This is an optimization exercise on Yosys and OpenROAD, whose aim is small area, a short achievable clock period and few clock cycles per item, not a production implementation.
The RTL of this run was laid out without a check of its function.

**design/flow/config.mk**
```make
export PLATFORM = sky130hd
export DESIGN_NAME = position_report_ascii_encoder
export DESIGN_NICKNAME = position_report_ascii_encoder
export VERILOG_FILES = /design/flow/design.v
export SDC_FILE = /design/flow/constraint.sdc
export NUM_CORES = 4
export LEC_CHECK = 0
export CAP_MARGIN = 20
export CORE_MARGIN = 2
export CORE_UTILIZATION = 40
export SETUP_SLACK_MARGIN = 5
export SLEW_MARGIN = 20
```
**design/flow/constraint.sdc**
```tcl
create_clock -name core_clock -period 9.0 [get_ports {clk}]
set_input_delay 1.8000 -clock core_clock [delete_from_list [all_inputs] [get_ports {clk}]]
set_output_delay 1.8000 -clock core_clock [all_outputs]
set_load 0.01 [all_outputs]
```
**design/flow/design.v**
```verilog
package prae_pkg;
    localparam int LatW   = 28;
    localparam int LonW   = 29;
    localparam int FixW   = 3;
    localparam int CharW  = 8;
    localparam int AddrW  = 3;
    localparam int DataW  = 32;
    localparam logic [CharW-1:0] AsciiBang  = 8'h21;
    localparam logic [CharW-1:0] AsciiDot   = 8'h2e;
    localparam logic [CharW-1:0] AsciiN     = 8'h4e;
    localparam logic [CharW-1:0] AsciiS     = 8'h53;
    localparam logic [CharW-1:0] AsciiE     = 8'h45;
    localparam logic [CharW-1:0] AsciiW     = 8'h57;
    localparam logic [CharW-1:0] AsciiNul   = 8'h00;
    localparam logic [CharW-1:0] SymTableRst = 8'd47;
    localparam logic [CharW-1:0] SymCodeRst  = 8'd62;
endpackage
module prae_dbl
(
    input  logic [39:0] a,
    input  logic        b,
    output logic [39:0] n
);
    function automatic logic [2:0] n5(input logic [4:0] x);
        n5 = {((x == 5'd6) | (x == 5'd7) | (x == 5'd8) | (x == 5'd9) | (x == 5'd10) | (x == 5'd11) | (x == 5'd15) | (x == 5'd17) | (x == 5'd18) | (x == 5'd19) | (x == 5'd26) | (x == 5'd27) | (x == 5'd28) | (x == 5'd29) | (x == 5'd30) | (x == 5'd31)),
            ((x == 5'd2) | (x == 5'd3) | (x == 5'd4) | (x == 5'd5) | (x == 5'd10) | (x == 5'd11) | (x == 5'd13) | (x == 5'd14) | (x == 5'd16) | (x == 5'd19) | (x == 5'd22) | (x == 5'd23) | (x == 5'd24) | (x == 5'd25) | (x == 5'd30) | (x == 5'd31)),
            ((x == 5'd1) | (x == 5'd3) | (x == 5'd5) | (x == 5'd7) | (x == 5'd9) | (x == 5'd11) | (x == 5'd12) | (x == 5'd14) | (x == 5'd16) | (x == 5'd18) | (x == 5'd21) | (x == 5'd23) | (x == 5'd25) | (x == 5'd27) | (x == 5'd29) | (x == 5'd31))};
    endfunction
    function automatic logic [1:0] k5(input logic [2:0] x);
        k5 = {((x == 3'd5) | (x == 3'd6) | (x == 3'd7)),
            ((x == 3'd3) | (x == 3'd4))};
    endfunction
    function automatic logic [3:0] n10(input logic [5:0] x);
        n10 = {((x == 6'd14) | (x == 6'd15) | (x == 6'd16) | (x == 6'd17) | (x == 6'd18) | (x == 6'd19) | (x == 6'd34) | (x == 6'd35) | (x == 6'd36) | (x == 6'd37) | (x == 6'd38) | (x == 6'd39) | (x == 6'd54) | (x == 6'd55) | (x == 6'd56) | (x == 6'd57) | (x == 6'd58) | (x == 6'd59)),
            ((x == 6'd6) | (x == 6'd7) | (x == 6'd8) | (x == 6'd9) | (x == 6'd10) | (x == 6'd11) | (x == 6'd12) | (x == 6'd13) | (x == 6'd26) | (x == 6'd27) | (x == 6'd28) | (x == 6'd29) | (x == 6'd30) | (x == 6'd31) | (x == 6'd32) | (x == 6'd33) | (x == 6'd46) | (x == 6'd47) | (x == 6'd48) | (x == 6'd49) | (x == 6'd50) | (x == 6'd51) | (x == 6'd52) | (x == 6'd53)),
            ((x == 6'd2) | (x == 6'd3) | (x == 6'd4) | (x == 6'd5) | (x == 6'd10) | (x == 6'd11) | (x == 6'd12) | (x == 6'd13) | (x == 6'd18) | (x == 6'd19) | (x == 6'd22) | (x == 6'd23) | (x == 6'd24) | (x == 6'd25) | (x == 6'd30) | (x == 6'd31) | (x == 6'd32) | (x == 6'd33) | (x == 6'd38) | (x == 6'd39) | (x == 6'd42) | (x == 6'd43) | (x == 6'd44) | (x == 6'd45) | (x == 6'd50) | (x == 6'd51) | (x == 6'd52) | (x == 6'd53) | (x == 6'd58) | (x == 6'd59) | (x == 6'd62) | (x == 6'd63)),
            ((x == 6'd1) | (x == 6'd3) | (x == 6'd5) | (x == 6'd7) | (x == 6'd9) | (x == 6'd11) | (x == 6'd13) | (x == 6'd15) | (x == 6'd17) | (x == 6'd19) | (x == 6'd21) | (x == 6'd23) | (x == 6'd25) | (x == 6'd27) | (x == 6'd29) | (x == 6'd31) | (x == 6'd33) | (x == 6'd35) | (x == 6'd37) | (x == 6'd39) | (x == 6'd41) | (x == 6'd43) | (x == 6'd45) | (x == 6'd47) | (x == 6'd49) | (x == 6'd51) | (x == 6'd53) | (x == 6'd55) | (x == 6'd57) | (x == 6'd59) | (x == 6'd61) | (x == 6'd63))};
    endfunction
    function automatic logic [1:0] k10(input logic [3:0] x);
        k10 = {((x == 4'd10) | (x == 4'd11) | (x == 4'd12) | (x == 4'd13) | (x == 4'd14) | (x == 4'd15)),
            ((x == 4'd5) | (x == 4'd6) | (x == 4'd7) | (x == 4'd8) | (x == 4'd9) | (x == 4'd15))};
    endfunction
    function automatic logic [2:0] n6(input logic [4:0] x);
        n6 = {((x == 5'd6) | (x == 5'd7) | (x == 5'd8) | (x == 5'd9) | (x == 5'd10) | (x == 5'd11) | (x == 5'd18) | (x == 5'd19) | (x == 5'd20) | (x == 5'd21) | (x == 5'd22) | (x == 5'd23) | (x == 5'd30) | (x == 5'd31)),
            ((x == 5'd2) | (x == 5'd3) | (x == 5'd4) | (x == 5'd5) | (x == 5'd10) | (x == 5'd11) | (x == 5'd14) | (x == 5'd15) | (x == 5'd16) | (x == 5'd17) | (x == 5'd22) | (x == 5'd23) | (x == 5'd26) | (x == 5'd27) | (x == 5'd28) | (x == 5'd29)),
            ((x == 5'd1) | (x == 5'd3) | (x == 5'd5) | (x == 5'd7) | (x == 5'd9) | (x == 5'd11) | (x == 5'd13) | (x == 5'd15) | (x == 5'd17) | (x == 5'd19) | (x == 5'd21) | (x == 5'd23) | (x == 5'd25) | (x == 5'd27) | (x == 5'd29) | (x == 5'd31))};
    endfunction
    function automatic logic [1:0] k6(input logic [2:0] x);
        k6 = {((x == 3'd6) | (x == 3'd7)),
            ((x == 3'd3) | (x == 3'd4) | (x == 3'd5))};
    endfunction
    logic [2:0] b0, b1, b2, mt;
    logic [1:0] t0, t1;
    logic [3:0] ho, ht, mo, d0, d1, d2;
    assign {d2, d1, d0, mt, mo, ht, ho, t1, t0, b2, b1, b0} = a;
    assign n = {n10({d2, k10(d1)}),
                n10({d1, k10(d0)}),
                n10({d0, k6(mt)}),
                n6({mt, k10(mo)}),
                n10({mo, k10(ht)}),
                n10({ht, k10(ho)}),
                n10({ho, t1}),
                t0,
                k5(b2),
                n5({b2, k5(b1)}),
                n5({b1, k5(b0)}),
                n5({b0, b, b})};
endmodule
module prae_eng
(
    input  logic [39:0] a,
    input  logic        first,
    input  logic [4:0]  t,
    input  logic [2:0]  m,
    output logic [39:0] n
);
    function automatic logic [8:0] ini(input logic [4:0] x);
        ini = {1'b0,
            ((x == 5'd17) | (x == 5'd18) | (x == 5'd19) | (x == 5'd20) | (x == 5'd21) | (x == 5'd22) | (x == 5'd23) | (x == 5'd24) | (x == 5'd25) | (x == 5'd26) | (x == 5'd27) | (x == 5'd28) | (x == 5'd29) | (x == 5'd30) | (x == 5'd31)),
            ((x == 5'd9) | (x == 5'd10) | (x == 5'd11) | (x == 5'd12) | (x == 5'd13) | (x == 5'd14) | (x == 5'd15) | (x == 5'd16) | (x == 5'd25) | (x == 5'd26) | (x == 5'd27) | (x == 5'd28) | (x == 5'd29) | (x == 5'd30) | (x == 5'd31)),
            ((x == 5'd7) | (x == 5'd8) | (x == 5'd15) | (x == 5'd16) | (x == 5'd24)),
            ((x == 5'd4) | (x == 5'd5) | (x == 5'd6) | (x == 5'd12) | (x == 5'd13) | (x == 5'd14) | (x == 5'd20) | (x == 5'd21) | (x == 5'd22) | (x == 5'd23) | (x == 5'd29) | (x == 5'd30) | (x == 5'd31)),
            ((x == 5'd2) | (x == 5'd3) | (x == 5'd5) | (x == 5'd6) | (x == 5'd10) | (x == 5'd11) | (x == 5'd14) | (x == 5'd19) | (x == 5'd22) | (x == 5'd23) | (x == 5'd27) | (x == 5'd28) | (x == 5'd30) | (x == 5'd31)),
            ((x == 5'd3) | (x == 5'd8) | (x == 5'd13) | (x == 5'd18) | (x == 5'd23) | (x == 5'd28)),
            ((x == 5'd1) | (x == 5'd4) | (x == 5'd6) | (x == 5'd9) | (x == 5'd11) | (x == 5'd14) | (x == 5'd16) | (x == 5'd19) | (x == 5'd21) | (x == 5'd24) | (x == 5'd26) | (x == 5'd29) | (x == 5'd31)),
            ((x == 5'd1) | (x == 5'd2) | (x == 5'd6) | (x == 5'd7) | (x == 5'd11) | (x == 5'd12) | (x == 5'd16) | (x == 5'd17) | (x == 5'd21) | (x == 5'd22) | (x == 5'd26) | (x == 5'd27) | (x == 5'd31))};
    endfunction
    logic [39:0] s1, s2, s3;
    prae_dbl u_s1 (.a(a),  .b(m[2]), .n(s1));
    prae_dbl u_s2 (.a(s1), .b(m[1]), .n(s2));
    prae_dbl u_s3 (.a(s2), .b(m[0]), .n(s3));
    assign n = first ? {31'd0, ini(t)} : s3;
endmodule
module prae_disp
(
    input  logic [39:0] a,
    input  logic [2:0]  pos,
    output logic [3:0]  dig
);
    function automatic logic [1:0] gp5(input logic [2:0] x);
        gp5 = {((x == 3'd5) | (x == 3'd6) | (x == 3'd7)),
            ((x == 3'd4))};
    endfunction
    function automatic logic [1:0] gp2(input logic [1:0] x);
        gp2 = {((x == 2'd2) | (x == 2'd3)),
            ((x == 2'd1))};
    endfunction
    function automatic logic [1:0] gp10(input logic [3:0] x);
        gp10 = {((x == 4'd10) | (x == 4'd11) | (x == 4'd12) | (x == 4'd13) | (x == 4'd14) | (x == 4'd15)),
            ((x == 4'd9))};
    endfunction
    function automatic logic [1:0] gp6(input logic [2:0] x);
        gp6 = {((x == 3'd6) | (x == 3'd7)),
            ((x == 3'd5))};
    endfunction
    function automatic logic [3:0] fin(input logic [6:0] x);
        fin = {((x == 7'd23) | (x == 7'd26) | (x == 7'd27) | (x == 7'd29) | (x == 7'd30) | (x == 7'd32) | (x == 7'd33) | (x == 7'd36) | (x == 7'd63)),
            ((x == 7'd7) | (x == 7'd10) | (x == 7'd11) | (x == 7'd13) | (x == 7'd14) | (x == 7'd15) | (x == 7'd16) | (x == 7'd17) | (x == 7'd18) | (x == 7'd19) | (x == 7'd20) | (x == 7'd21) | (x == 7'd22) | (x == 7'd24) | (x == 7'd25) | (x == 7'd28) | (x == 7'd47) | (x == 7'd50) | (x == 7'd51) | (x == 7'd53) | (x == 7'd54) | (x == 7'd55) | (x == 7'd56) | (x == 7'd57) | (x == 7'd58) | (x == 7'd59) | (x == 7'd60) | (x == 7'd61) | (x == 7'd62) | (x == 7'd71) | (x == 7'd74) | (x == 7'd75) | (x == 7'd77) | (x == 7'd78) | (x == 7'd80) | (x == 7'd81) | (x == 7'd84) | (x == 7'd95) | (x == 7'd98) | (x == 7'd99) | (x == 7'd101) | (x == 7'd102) | (x == 7'd104) | (x == 7'd105) | (x == 7'd108) | (x == 7'd119) | (x == 7'd122) | (x == 7'd123) | (x == 7'd125) | (x == 7'd126)),
            ((x == 7'd2) | (x == 7'd3) | (x == 7'd5) | (x == 7'd6) | (x == 7'd8) | (x == 7'd9) | (x == 7'd12) | (x == 7'd15) | (x == 7'd18) | (x == 7'd19) | (x == 7'd21) | (x == 7'd22) | (x == 7'd24) | (x == 7'd25) | (x == 7'd28) | (x == 7'd39) | (x == 7'd42) | (x == 7'd43) | (x == 7'd45) | (x == 7'd46) | (x == 7'd48) | (x == 7'd49) | (x == 7'd52) | (x == 7'd55) | (x == 7'd58) | (x == 7'd59) | (x == 7'd61) | (x == 7'd62) | (x == 7'd66) | (x == 7'd67) | (x == 7'd69) | (x == 7'd70) | (x == 7'd72) | (x == 7'd73) | (x == 7'd76) | (x == 7'd87) | (x == 7'd90) | (x == 7'd91) | (x == 7'd93) | (x == 7'd94) | (x == 7'd96) | (x == 7'd97) | (x == 7'd100) | (x == 7'd111) | (x == 7'd114) | (x == 7'd115) | (x == 7'd117) | (x == 7'd118) | (x == 7'd120) | (x == 7'd121) | (x == 7'd124)),
            ((x == 7'd1) | (x == 7'd3) | (x == 7'd4) | (x == 7'd6) | (x == 7'd9) | (x == 7'd11) | (x == 7'd12) | (x == 7'd14) | (x == 7'd17) | (x == 7'd19) | (x == 7'd20) | (x == 7'd22) | (x == 7'd25) | (x == 7'd27) | (x == 7'd28) | (x == 7'd30) | (x == 7'd33) | (x == 7'd35) | (x == 7'd36) | (x == 7'd38) | (x == 7'd41) | (x == 7'd43) | (x == 7'd44) | (x == 7'd46) | (x == 7'd49) | (x == 7'd51) | (x == 7'd52) | (x == 7'd54) | (x == 7'd57) | (x == 7'd59) | (x == 7'd60) | (x == 7'd62) | (x == 7'd65) | (x == 7'd67) | (x == 7'd68) | (x == 7'd70) | (x == 7'd73) | (x == 7'd75) | (x == 7'd76) | (x == 7'd78) | (x == 7'd81) | (x == 7'd83) | (x == 7'd84) | (x == 7'd86) | (x == 7'd89) | (x == 7'd91) | (x == 7'd92) | (x == 7'd94) | (x == 7'd97) | (x == 7'd99) | (x == 7'd100) | (x == 7'd102) | (x == 7'd105) | (x == 7'd107) | (x == 7'd108) | (x == 7'd110) | (x == 7'd113) | (x == 7'd115) | (x == 7'd116) | (x == 7'd118) | (x == 7'd121) | (x == 7'd123) | (x == 7'd124) | (x == 7'd126))};
    endfunction
    logic [2:0] b0, b1, b2, mt;
    logic [1:0] t0, t1;
    logic [3:0] ho, ht, mo, d0, d1, d2;
    logic [1:0] g_b0, g_b1, g_b2, g_t0, g_t1, g_ho, g_ht, g_mo, g_mt, g_d0, g_d1;
    logic c_b2, c_t0, c_t1, c_ho, c_ht, c_mo, c_mt, c_d0, c_d1, c_d2;
    logic rnd, ho9;
    logic [3:0] sd;
    logic [1:0] si;
    logic       s6;
    assign {d2, d1, d0, mt, mo, ht, ho, t1, t0, b2, b1, b0} = a;
    always_comb
    begin
        g_b0 = gp5(b0);
        g_b1 = gp5(b1);
        g_b2 = gp5(b2);
        g_t0 = gp2(t0);
        g_t1 = gp2(t1);
        g_ho = gp10(ho);
        g_ht = gp10(ht);
        g_mo = gp10(mo);
        g_mt = gp6(mt);
        g_d0 = gp10(d0);
        g_d1 = gp10(d1);
        c_b2 = g_b1[1] || (g_b1[0] && g_b0[1]);
        c_t0 = g_b2[1] || (g_b2[0] && c_b2);
        c_t1 = g_t0[1] || (g_t0[0] && c_t0);
        c_ho = g_t1[1] || (g_t1[0] && c_t1);
        c_ht = g_ho[1] || (g_ho[0] && c_ho);
        c_mo = g_ht[1] || (g_ht[0] && c_ht);
        c_mt = g_mo[1] || (g_mo[0] && c_mo);
        c_d0 = g_mt[1] || (g_mt[0] && c_mt);
        c_d1 = g_d0[1] || (g_d0[0] && c_d0);
        c_d2 = g_d1[1] || (g_d1[0] && c_d1);
        rnd  = t1[0] ^ c_t1;
        ho9  = (ho == 4'd9 && !c_ho) || (ho == 4'd8 && c_ho);
        s6   = 1'b0;
        case (pos)
            3'd0:    begin sd = d2;         si = {1'b0, c_d2}; end
            3'd1:    begin sd = d1;         si = {1'b0, c_d1}; end
            3'd2:    begin sd = d0;         si = {1'b0, c_d0}; end
            3'd3:    begin sd = {1'b0, mt}; si = {1'b0, c_mt}; s6 = 1'b1; end
            3'd4:    begin sd = mo;         si = {1'b0, c_mo}; end
            3'd5:    begin sd = ht;         si = {c_ht && rnd && ho9, c_ht ^ (rnd && ho9)}; end
            default: begin sd = ho;         si = {c_ho && rnd, c_ho ^ rnd}; end
        endcase
        dig = fin({s6, sd, si});
    end
endmodule
import prae_pkg::*;
module position_report_ascii_encoder
(
    input  logic              clk,
    input  logic              rst_n,
    input  logic              pos_valid,
    output logic              pos_ready,
    input  logic signed [LatW-1:0] pos_lat_micro,
    input  logic signed [LonW-1:0] pos_lon_micro,
    input  logic [FixW-1:0]   pos_fix_level,
    output logic              rpt_valid,
    input  logic              rpt_ready,
    output logic [CharW-1:0]  rpt_out_char,
    output logic              rpt_last_char,
    output logic              rpt_pos_invalid,
    input  logic              psel,
    input  logic              penable,
    input  logic              pwrite,
    input  logic [AddrW-1:0]  paddr,
    input  logic [DataW-1:0]  pwdata,
    output logic [DataW-1:0]  prdata,
    output logic              pready
);
    logic [CharW-1:0] sym_table_reg;
    logic [CharW-1:0] sym_code_reg;
    logic [CharW-1:0] prdata_reg;
    assign pready = 1'b1;
    always_ff @(posedge clk or negedge rst_n)
    begin
        if (!rst_n)
        begin
            sym_table_reg <= SymTableRst;
            sym_code_reg  <= SymCodeRst;
        end
        else if (psel && penable && pwrite)
        begin
            if (paddr[2])
                sym_code_reg  <= pwdata[CharW-1:0];
            else
                sym_table_reg <= pwdata[CharW-1:0];
        end
    end
    always_ff @(posedge clk)
    begin
        prdata_reg <= paddr[2] ? sym_code_reg : sym_table_reg;
    end
    assign prdata = {{(DataW-CharW){1'b0}}, prdata_reg};
    logic             known_q;      
    logic             inv_q;        
    logic             lat_done;     
    logic             lon_pend;     
    logic [LonW-1:0]  lon_raw;
    logic [3:0]       cnt;          
    logic             src;          
    logic [6:0]       lat_ipf;      
    logic [4:0]       pf;           
    logic [35:0]      lat_acc;
    logic [39:0]      lon_acc;
    logic             vld;
    logic             cur_inv;
    logic [4:0]       nb;           
    logic [CharW-1:0] out_reg;
    logic             last_reg;
    logic             cur_lat;      
    logic             cur_lon;      
    logic             cur_slat, cur_slon;
    logic             nxt_full, nxt_inv, nxt_slat, nxt_slon;
    logic             pins_inv;
    logic             acc_now;
    logic             take;
    logic             cur_free;
    logic             lat_ok, lon_ok, go, go_src, step, fin;
    assign pins_inv = (pos_fix_level == '0)
                      || (pos_lat_micro == '0 && pos_lon_micro == '0);
    assign pos_ready = known_q && !nxt_full && (inv_q || (lat_done && !lon_pend));
    assign acc_now   = pos_valid && pos_ready;
    assign take      = vld && rpt_ready;
    assign cur_free  = !vld || (take && last_reg);
    assign lat_ok = known_q && !inv_q && !lat_done
                    && !(vld && cur_lat) && !(nxt_full && !nxt_inv);
    assign lon_ok = lon_pend && (!(vld && cur_lon) || !(nxt_full && !nxt_inv));
    assign go     = (cnt == 4'd0) && (lat_ok || lon_ok);
    assign go_src = lon_ok;
    assign step   = go || (cnt != 4'd0);
    assign fin    = (cnt == 4'd8);
    always_ff @(posedge clk or negedge rst_n)
    begin
        if (!rst_n)
        begin
            known_q  <= 1'b0;
            lat_done <= 1'b0;
            lon_pend <= 1'b0;
            cnt      <= '0;
            src      <= 1'b0;
        end
        else
        begin
            known_q <= pos_valid && !acc_now;
            if (acc_now)
                lat_done <= 1'b0;
            else if (fin && !src)
                lat_done <= 1'b1;
            if (acc_now && !inv_q)
                lon_pend <= 1'b1;
            else if (fin && src)
                lon_pend <= 1'b0;
            if (step)
                cnt <= fin ? 4'd0 : cnt + 4'd1;
            if (go)
                src <= go_src;
        end
    end
    always_ff @(posedge clk)
    begin
        inv_q <= pins_inv;
        if (acc_now && !inv_q)
            lon_raw <= pos_lon_micro;
    end
    logic [LonW-1:0] lat_sx;
    logic [LonW-1:0] src_v;
    logic            src_n;
    logic [3:0]      lo_or;
    assign lat_sx = LonW'(pos_lat_micro);
    assign src_n  = go ? go_src : src;
    assign src_v  = src_n ? lon_raw : lat_sx;
    function automatic logic [4:0] pick(input logic [LonW-1:0] v, input logic [3:0] j);
        logic [4:0] r;
        r[4] = v[LonW-1];
        case (j)
            4'd0:    r[3:0] = {|v[20:0], v[23:21]};
            4'd1:    r[3:0] = {|v[17:0], v[20:18]};
            4'd2:    r[3:0] = {|v[14:0], v[17:15]};
            4'd3:    r[3:0] = {|v[11:0], v[14:12]};
            4'd4:    r[3:0] = {|v[8:0],  v[11:9]};
            4'd5:    r[3:0] = {|v[5:0],  v[8:6]};
            4'd6:    r[3:0] = {|v[2:0],  v[5:3]};
            default: r[3:0] = {1'b0,     v[2:0]};
        endcase
        pick = r;
    endfunction
    function automatic logic [4:0] mag(input logic [6:0] p);
        logic [4:0] m;
        logic       below;
        below = p[5];
        for (int i = 0; i < 5; i++)
        begin
            m[i]  = p[i] ^ (p[6] && below);
            below = below || p[i];
        end
        mag = m;
    endfunction
    always_ff @(posedge clk)
    begin
        lat_ipf <= {lat_sx[LonW-1], |lat_sx[23:0], lat_sx[28:24]};
        pf      <= pick(src_v, cnt);
    end
    logic [4:0]  ini_t, grp_m;
    logic [39:0] eng_a, eng_n;
    assign ini_t = go_src ? mag({lon_raw[LonW-1], |lon_raw[23:0], lon_raw[28:24]})
                          : mag(lat_ipf);
    assign grp_m = mag({pf[4:3], 2'b00, pf[2:0]});
    assign eng_a = src ? lon_acc : {4'd0, lat_acc};
    prae_eng u_eng (
        .a     (eng_a),
        .first (cnt == 4'd0),
        .t     (ini_t),
        .m     (grp_m[2:0]),
        .n     (eng_n)
    );
    always_ff @(posedge clk)
    begin
        if (step && !src_n)
            lat_acc <= eng_n[35:0];
        if (step && src_n)
            lon_acc <= eng_n;
    end
    logic [2:0]       lat_pos, lon_pos;
    logic [3:0]       lat_dig, lon_dig;
    logic [CharW-1:0] nchar;
    prae_disp u_lat_disp (.a({4'd0, lat_acc}), .pos(lat_pos), .dig(lat_dig));
    prae_disp u_lon_disp (.a(lon_acc),         .pos(lon_pos), .dig(lon_dig));
    always_comb
    begin
        lat_pos = 3'd1;
        lon_pos = 3'd0;
        case (nb)
            5'd2:  lat_pos = 3'd2;
            5'd3:  lat_pos = 3'd3;
            5'd4:  lat_pos = 3'd4;
            5'd6:  lat_pos = 3'd5;
            5'd7:  lat_pos = 3'd6;
            5'd11: lon_pos = 3'd1;
            5'd12: lon_pos = 3'd2;
            5'd13: lon_pos = 3'd3;
            5'd14: lon_pos = 3'd4;
            5'd16: lon_pos = 3'd5;
            5'd17: lon_pos = 3'd6;
            default: ;
        endcase
        case (nb)
            5'd1, 5'd2, 5'd3, 5'd4, 5'd6, 5'd7:
                nchar = {4'h3, lat_dig};
            5'd10, 5'd11, 5'd12, 5'd13, 5'd14, 5'd16, 5'd17:
                nchar = {4'h3, lon_dig};
            5'd5, 5'd15:
                nchar = AsciiDot;
            5'd8:
                nchar = cur_slat ? AsciiS : AsciiN;
            5'd9:
                nchar = sym_table_reg;
            5'd18:
                nchar = cur_slon ? AsciiW : AsciiE;
            default:
                nchar = sym_code_reg;
        endcase
    end
    always_ff @(posedge clk or negedge rst_n)
    begin
        if (!rst_n)
        begin
            vld      <= 1'b0;
            nxt_full <= 1'b0;
        end
        else
        begin
            if (cur_free)
            begin
                vld      <= nxt_full || acc_now;
                nxt_full <= nxt_full && acc_now;
            end
            else if (acc_now)
            begin
                nxt_full <= 1'b1;
            end
        end
    end
    logic load_inv;
    assign load_inv = nxt_full ? nxt_inv : inv_q;
    always_ff @(posedge clk)
    begin
        if (cur_free)
        begin
            nb       <= 5'd1;
            cur_inv  <= load_inv;
            cur_lat  <= !load_inv;
            cur_lon  <= !load_inv;
            cur_slat <= nxt_full ? nxt_slat : pos_lat_micro[LatW-1];
            cur_slon <= nxt_full ? nxt_slon : pos_lon_micro[LonW-1];
            out_reg  <= load_inv ? AsciiNul : AsciiBang;
            last_reg <= load_inv;
        end
        else if (take)
        begin
            nb       <= nb + 5'd1;
            out_reg  <= nchar;
            last_reg <= (nb == 5'd19);
            if (nb == 5'd7)
                cur_lat <= 1'b0;
            if (nb == 5'd17)
                cur_lon <= 1'b0;
        end
        if (acc_now)
        begin
            nxt_inv  <= inv_q;
            nxt_slat <= pos_lat_micro[LatW-1];
            nxt_slon <= pos_lon_micro[LonW-1];
        end
    end
    assign rpt_valid       = vld;
    assign rpt_out_char    = out_reg;
    assign rpt_last_char   = last_reg;
    assign rpt_pos_invalid = cur_inv;
endmodule
```
**design/flow/run.sh**
```bash
#!/bin/bash
# synth_recipe.tcl (not shown) runs the flow's synth.tcl, then flattens the netlist and writes it again
# the make line also repeats each setting of config.mk as NAME=value (left out here)
make -C /OpenROAD-flow-scripts/flow DESIGN_CONFIG=/design/flow/config.mk WORK_HOME=/design/flow/orfs CLKGATE_MAP_FILE= SYNTH_SCRIPT=/design/flow/synth_recipe.tcl finish
```
==> results.json <==
{
  "core_um2": 44200,
  "final_util_pct": 52.4,
  "floorplan.die_area_um2": 46500,
  "design.final.nets": 2490,
  "finalCritPeriodShare_pct": 47.4,
  "yosys_register_bits": 178,
  "cp_data_required_time_ns": 9.29,
  "overflow": 0,
  "rsz_0062_raised_after_global_routing": "true",
  "synth_top_area_share_pct": 20.5,
  "gp_congestion": 0.911,
  "synth.area.top_cells": "edfxtp_1 20%, nand2_1 4.7%, mux2i_1 4.5%, nor2_1 4.1%, mux2_2 4.0%",
  "max_freq_mhz": 234,
  "dpl.cell_count": 2762,
  "ctsHtreeMaxLevel": 4,
  "synth_cells": 2184,
  "clock_latency_ns": 0.47,
  "fin_tns_setup_ns": 0,
  "finalNonFillerCells": 2977,
  "cap_viol_max_count": 0,
  "final_worst_hold_slack_ns": 0.523,
  "core.rowCount": 77,
  "yosysWarningCount": 4,
  "worst-slew-pin-transition_ns": 1.04,
  "slowest_stage": "o31ai_1",
  "pin_count": 147,
  "timing.final.crit_period_ns": 4.27,
  "postLayoutCellArea_um2": 23200,
  "netlist_area_um2": 17900,
  "avgRoutedWirePerCell_um": 20.3,
  "ys_async_sr_fraction_pct": 14.6,
  "clk_pin_slew_worst_paths_ns": 0.08,
  "diodes": 0,
  "final.fill_count": 3970,
  "synth-edff-count": 122,
  "totalWireLength_mm": 60.4,
  "tritoncts.num_buffers": 17,
  "path_delay_family": "compound AO/OA/AOI/OAI gates",
  "grt_util_all_layers_pct": 23.7,
  "area_growth_pct": 29.5,
  "post_synth_most_frequent_cells": "223 x nand2_1, 195 x nor2_1, 124 x a21oi_1, 123 x o21ai_0, 122 x edfxtp_1",
  "drtAntennaViolNets": 0,
  "vertical_extent_of_the_die_um": 216,
  "slowest_delay_ns": 0.61,
  "floorplan.initialDensity_pct": 40.5,
  "route.vias.total": 18900,
  "multiInputGateArea_um2": 14000,
  "dieWidth_um": 216,
  "syn_avg_cell_area_um2": 8.20,
  "worst_path_arrival_time_ns": 4.56,
  "dp_hpwl_mm": 40.0,
  "clock_tree.root_cell": "clkbuf_16",
  "grt_pass1_vias": 17400,
  "grt_first_pass_wirelength_mm": 90.7,
  "post_synth_num_cell_types": 124,
  "timing.slew.headroom_pct": 29.8,
  "number_of_antenna_violations_at_the_first_check_in_global_routing": 0,
  "portBuffers": 95,
  "slew_viol_final": 0,
  "layout.area.seq_um2": 4930,
  "ys_dominant_reg_cell": "edfxtp_1",
  "postPlaceCellArea_um2": 19000,
  "clock-sinks": 178,
  "clock_skew_ns": 0.0142,
  "post-place-ws_ns": 2.87,
  "worst-path-buf-inv": 4,
  "hold_path_class": "flip-flop to flip-flop",
  "cts-root-to-sink-buffers": 2,
  "layout-drive-gt1-share_pct": 25.9,
  "synth.largest_area_cell": "edfxtp_1",
  "detail_route.vias_per_cell": 6.35,
  "critical_path.endpoint_type": "flip-flop",
  "layout_top_registers": "lon_acc (40), lat_acc (36), lon_raw (29)",
  "initialDrtViolationCount": 1791,
  "tritoncts": "built",
  "critical_path.startpoint_type": "flip-flop",
  "largest_register_ff_count": 40,
  "crit_type": "flip-flop to flip-flop",
  "hold_buffers": 0,
  "drc_errors": 0,
  "worst_slack_setup_final_ns": 4.73,
  "outcome": "no timing/DRC/antenna violations",
  "final_hold_viol_count": 0,
  "synth_most_common_cell": "nand2_1",
  "report.final.setup_viol": 0,
  "regMostFlops": "lon_acc",
  "detailedRoute.firstPassIterationCount": 6,
  "grt_start_max_net_pins": 42,
  "fraction_of_the_yosys_area_taken_by_sequential_cells_pct": 27.5,
  "cells_along_the_critical_path": "buf_16 > buf_4 > inv_8 > o31ai_1 > a21oi_1 > o221a_2 > nand4_1 > or2_4 > xnor2_2 > o211ai_1 > a211oi_4 > inv_1 > o41a_1 > a31oi_1",
  "crit_fanout": 17
}
[worst min-delay path: stages (launching register included)]
cell and delay, ns:
dfrtp_1 0.36, nor2_1 0.05, nor2_1 0.08
[worst paths after layout]
check | startpoint | endpoint | slack [ns] | cells past startpoint
setup / recovery | src$_DFF_PN0_ | lon_acc[23]$_DFFE_PP_ | 4.73 | 14
hold / removal | lat_done$_DFFE_PN0P_ | lat_done$_DFFE_PN0P_ | 0.52 | 2
setup reg to reg | src$_DFF_PN0_ | lon_acc[23]$_DFFE_PP_ | 4.73 | 14
hold reg to reg | lat_done$_DFFE_PN0P_ | lat_done$_DFFE_PN0P_ | 0.52 | 2
max in group asynchronous | rst_n | sym_table_reg[5]$_DFFE_PN1P_ | 6.98 | 2
min in group asynchronous | rst_n | sym_code_reg[0]$_DFFE_PN0P_ | 1.71 | 2
[cell families after synthesis]
| kind of cell | after synthesis | share of synthesized area (%) |
|---|---|---|
| multiplexers | 164 | 10.5 |
| AND/OR/NAND/NOR | 847 | 23.5 |
| other | 2 | 0.0420 |
| XOR/XNOR | 49 | 2.48 |
| AO/OA/AOI/OAI | 736 | 29.3 |
| buffers and inverters | 189 | 5.37 |
| adder cells (fa/ha/maj) | 19 | 1.29 |
| flip-flops | 178 | 27.5 |
[area by class of cell]
class / instances / share of cell area (%)
clock buffer: 17 / 1.83
clock inverter: 15 / 0.847
inverter: 41 / 0.696
multi-input combinational: 1845 / 60.2
sequential: 178 / 21.3
tap: 592 / 3.19
timing repair buffer: 289 / 12.0
[what timing repair did]
item,CTS,global route
cloned,4,9
endpoints found under the setup margin,63,61
buffers inserted,60,110
resized for setup,196,190
pin swaps,38,50
[per-layer routing]
metal | up-vias | track usage [%] | share of wire (%)
met2 | 736 | 41.7 | 50
met4 | 0 | 6.97 | 2.3
met5 | - | 0 | 0
met3 | 112 | 2.85 | 5.3
met1 | 9222 | 30.5 | 42
li1 | 8821 | - | -
[cells in the final DEF (no fill, tap or decap), types with 22 or more instances in the layout]
cell             count
a21oi_1            109
nand2_1            207
a21o_1              25
nand3b_1            23
mux2i_4             26
and3_1              22
nand3_1             72
a31oi_1             27
buf_4              159
xnor2_1             23
conb_1              25
and2_1              24
o21ai_0            106
nor3_1              72
mux2_2              55
inv_1               36
dfxtp_1             29
mux2i_1             66
nor2_1             176
o211ai_1            33
clkdlybuf4s50_1     95
nand2b_1            30
o22ai_1             47
edfxtp_1           122

## port drivers added, routing unchanged
How much do the figures lean on ideal ports? The routed layout below was timed once more, with nothing changed but the port constraints.
Step 1, drivers: a clkbuf_16 drives clk and a buf_2 each remaining input, both assumed.
Step 2 also shifts input and output timing later by t, the mid clock arrival at the registers, as if the neighbouring blocks saw the same clock.
Slacks: no drivers / after step 1 / after step 2; pairs: no drivers / after step 1.
t (ns): 0.517
setup slack, ns: 4.730 / 4.730 / 4.730
clock arrival spread, ns: 0.014 / 0.014
worst register clock-pin slew, ns: 0.08 / 0.08
cell pins on the clock port's net: 1
After both steps this run still meets setup and hold. For this run, drivers alone change the setup slack by 0.000 ns; drivers and shift together by 0.000 ns.
